What follows belongs to an exercise in optimizing a design on an open flow for small area and a short achievable clock period; a production flow would make more cautious choices.
Only simulation tests tie the RTL to the original design; equivalence was not proved.
Power and IR drop assume default switching activity.

Design sp_ram_be, start of the top module:
module sp_ram_be #(
    parameter int unsigned DATA_WIDTH = 32,
    parameter int unsigned BYTE_WIDTH = 8,
    parameter int unsigned DEPTH      = 128,
    parameter int unsigned LATENCY    = 2,
    parameter              WRITE_MODE = "write_first",
    localparam int unsigned LANES     = ram_pkg::num_lanes(DATA_WIDTH, BYTE_WIDTH),
    localparam int unsigned AW        = $clog2(DEPTH)
) (
    input  logic                  clk,
    input  logic                  rst,
    input  logic                  en,
    input  logic [LANES-1:0]      we,
    input  logic [AW-1:0]         addr,
    input  logic [DATA_WIDTH-1:0] din,
    output logic [DATA_WIDTH-1:0] dout,
    output logic                  rvalid
);
    logic [DATA_WIDTH-1:0] mem [DEPTH];
    localparam int unsigned AL = AW / 2;             
    localparam int unsigned AH = AW - AL;            
    logic [(1 << AH)-1:0] pre_h;
    logic [(1 << AH)-1:0] pre_h_n;
    logic [(1 << AL)-1:0] pre_l;
    logic [LANES-1:0]     lane_en;
    logic [LANES-1:0]     pre_lw_n [1 << AL];
    logic [DEPTH-1:0]     wl_n;
    logic [LANES-1:0]     wr   [DEPTH];
    logic [LANES-1:0]     wr_n [DEPTH];
    always_comb begin
        for (int unsigned j = 0; j < (1 << AH); j++) begin
            pre_h[j]   = (addr[AW-1:AL] == AH'(j));
            pre_h_n[j] = !pre_h[j];
        end
        for (int unsigned j = 0; j < (1 << AL); j++) pre_l[j] = !rst && (addr[AL-1:0] == AL'(j));
        for (int unsigned i = 0; i < LANES; i++) lane_en[i] = !rst && en && we[i];
        for (int unsigned j = 0; j < (1 << AL); j++) begin
            for (int unsigned i = 0; i < LANES; i++) pre_lw_n[j][i] = !(pre_l[j] && lane_en[i]);
        end
    end
    for (genvar w = 0; w < DEPTH; w++) begin : g_dec
        ram_nand2 u_wl (.a(pre_h[w >> AL]), .b(pre_l[w % (1 << AL)]), .y(wl_n[w]));
        for (genvar i = 0; i < LANES; i++) begin : g_lane
            ram_nor2 u_wr  (.a(pre_h_n[w >> AL]), .b(pre_lw_n[w % (1 << AL)][i]), .y(wr[w][i]));
            ram_inv  u_wrn (.a(wr[w][i]), .y(wr_n[w][i]));
        end
    end
    for (genvar w = 0; w < DEPTH; w++) begin : g_word
  ...
Size: ~13000 cells after synthesis, about 4300 flip-flops.
make LEC_CHECK=0 CAP_MARGIN=20 CORE_MARGIN=2 CORE_UTILIZATION=66 CTS_CLUSTER_DIAMETER=60 CTS_CLUSTER_SIZE=20 SETUP_SLACK_MARGIN=1.7 SLEW_MARGIN=20 SYNTH_HIERARCHICAL=1 SYNTH_MINIMUM_KEEP_SIZE=0 finish   # period 4.0 ns
run.sh (not shown) runs the stock make flow with config.mk's settings and CLKGATE_MAP_FILE= SYNTH_SCRIPT=/design/flow/synth_recipe.tcl, a recipe that flattens the netlist after the stock synthesis.
The starting point completed without violations.
Rerun with:
--- a/flow/config.mk
+++ b/flow/config.mk
@@ -9,3 +9,3 @@
 export CORE_MARGIN = 2
-export CORE_UTILIZATION = 66
+export CORE_UTILIZATION = 60
 export CTS_CLUSTER_DIAMETER = 60
After rerunning: The new run completed without violations; final cell count came out higher by about 2.2%; worst setup slack is worse by 0.0091 ns; utilization came out lower by 6.4 points; routed wire length came out higher by about 4%; clock-buffer cell count came out higher by 45; synthesized cell count does not change.
Rerun with:
--- a/flow/config.mk
+++ b/flow/config.mk
@@ -12,3 +12,3 @@
 export CTS_CLUSTER_SIZE = 20
-export SETUP_SLACK_MARGIN = 1.7
+export SETUP_SLACK_MARGIN = 1.85
 export SLEW_MARGIN = 20
Clock power goes up by about 2%.
Setup slack gets better by 0.15 ns.
Total power climbs by 0.55%.

== 10-10 ==
sp_ram_be again, from the RTL that the note above started with.
Settings: LEC_CHECK=0, CAP_MARGIN=20, CORE_MARGIN=2, CORE_UTILIZATION=60, CTS_CLUSTER_DIAMETER=80, CTS_CLUSTER_SIZE=25, SETUP_SLACK_MARGIN=1.7, SLEW_MARGIN=20, SYNTH_HIERARCHICAL=1, SYNTH_MINIMUM_KEEP_SIZE=0; clock period 4.0 ns.
Relative to 10-10, the following input files were edited for 09-21:
# 10-10
export LEC_CHECK = 0
export CAP_MARGIN = 20
export CORE_MARGIN = 2
export CORE_UTILIZATION = 60
export CTS_CLUSTER_DIAMETER = 80
export CTS_CLUSTER_SIZE = 25
export SETUP_SLACK_MARGIN = 1.7
export SLEW_MARGIN = 20
export SYNTH_HIERARCHICAL = 1
export SYNTH_MINIMUM_KEEP_SIZE = 0
create_clock -name core_clock -period 4.0 [get_ports {clk}]
# 09-21
export LEC_CHECK = 0
export CAP_MARGIN = 20
export CORE_MARGIN = 2
export CORE_UTILIZATION = 60
export CTS_CLUSTER_DIAMETER = 100
export CTS_CLUSTER_SIZE = 25
export SETUP_SLACK_MARGIN = 1.85
export SLEW_MARGIN = 20
export SYNTH_HIERARCHICAL = 1
export SYNTH_MINIMUM_KEEP_SIZE = 0
create_clock -name core_clock -period 4.0 [get_ports {clk}]
### Flow results
09-21 -> 10-10: via count flat
Run comparison: 10-10 launching element of the worst setup path sel_n[78]; 09-21 launching element of the worst setup path sel_n[50]
09-21 ended with less portion of the layout cell area used by clock cells than 10-10.
| clock latency on the worst-skew pair | 10-10 vs 09-21 | ≈ equal |
Higher ratio of final minimum period to clock period among 10-10 and 09-21: 10-10
Run comparison: 09-21 critical path's slowest cell dfxtp_4; 10-10 critical path's slowest cell dfxtp_2
Summary — met1 track demand over resource in global routing, 09-21 relative to 10-10: lower, by 0.30 points.
Changes observed in 09-21 relative to 10-10: combined buffer and inverter count along the critical path has increased, max-slew headroom at the worst pin +3.9 points.

[re-timing with driven ports]
How much do the figures lean on ideal ports? The routed layouts below were timed once more, with nothing changed but the port constraints.
Step 1: set_driving_cell puts a clkbuf_16 on clk and a buf_2 on each other input, an assumption about the parent block.
Step 2, shift: input delay + t, output delay - t, t = (earliest + latest rising clock arrival at the registers) / 2. This alone moves slack from input paths to output paths.
a / b / c = ideal ports / drivers / drivers and shift; a / b = the first two.
run	shift t [ns]	setup WS [ns]	worst setup path at the end
the first run of note 1	1.004	1.592 / 1.592 / 0.613	input to register
the second run of note 1	1.028	1.583 / 1.583 / 0.601	input to register
the third run of note 1	1.041	1.729 / 1.684 / 0.795	input to register
10-10	0.983	1.591 / 1.591 / 0.675	input to register
09-21	0.979	1.748 / 1.738 / 0.843	input to register
After both steps setup and hold are still met in every run listed. For the second run of note 1, which loses most, drivers alone change the setup slack by 0.000 ns; drivers and shift together by -0.982 ns.
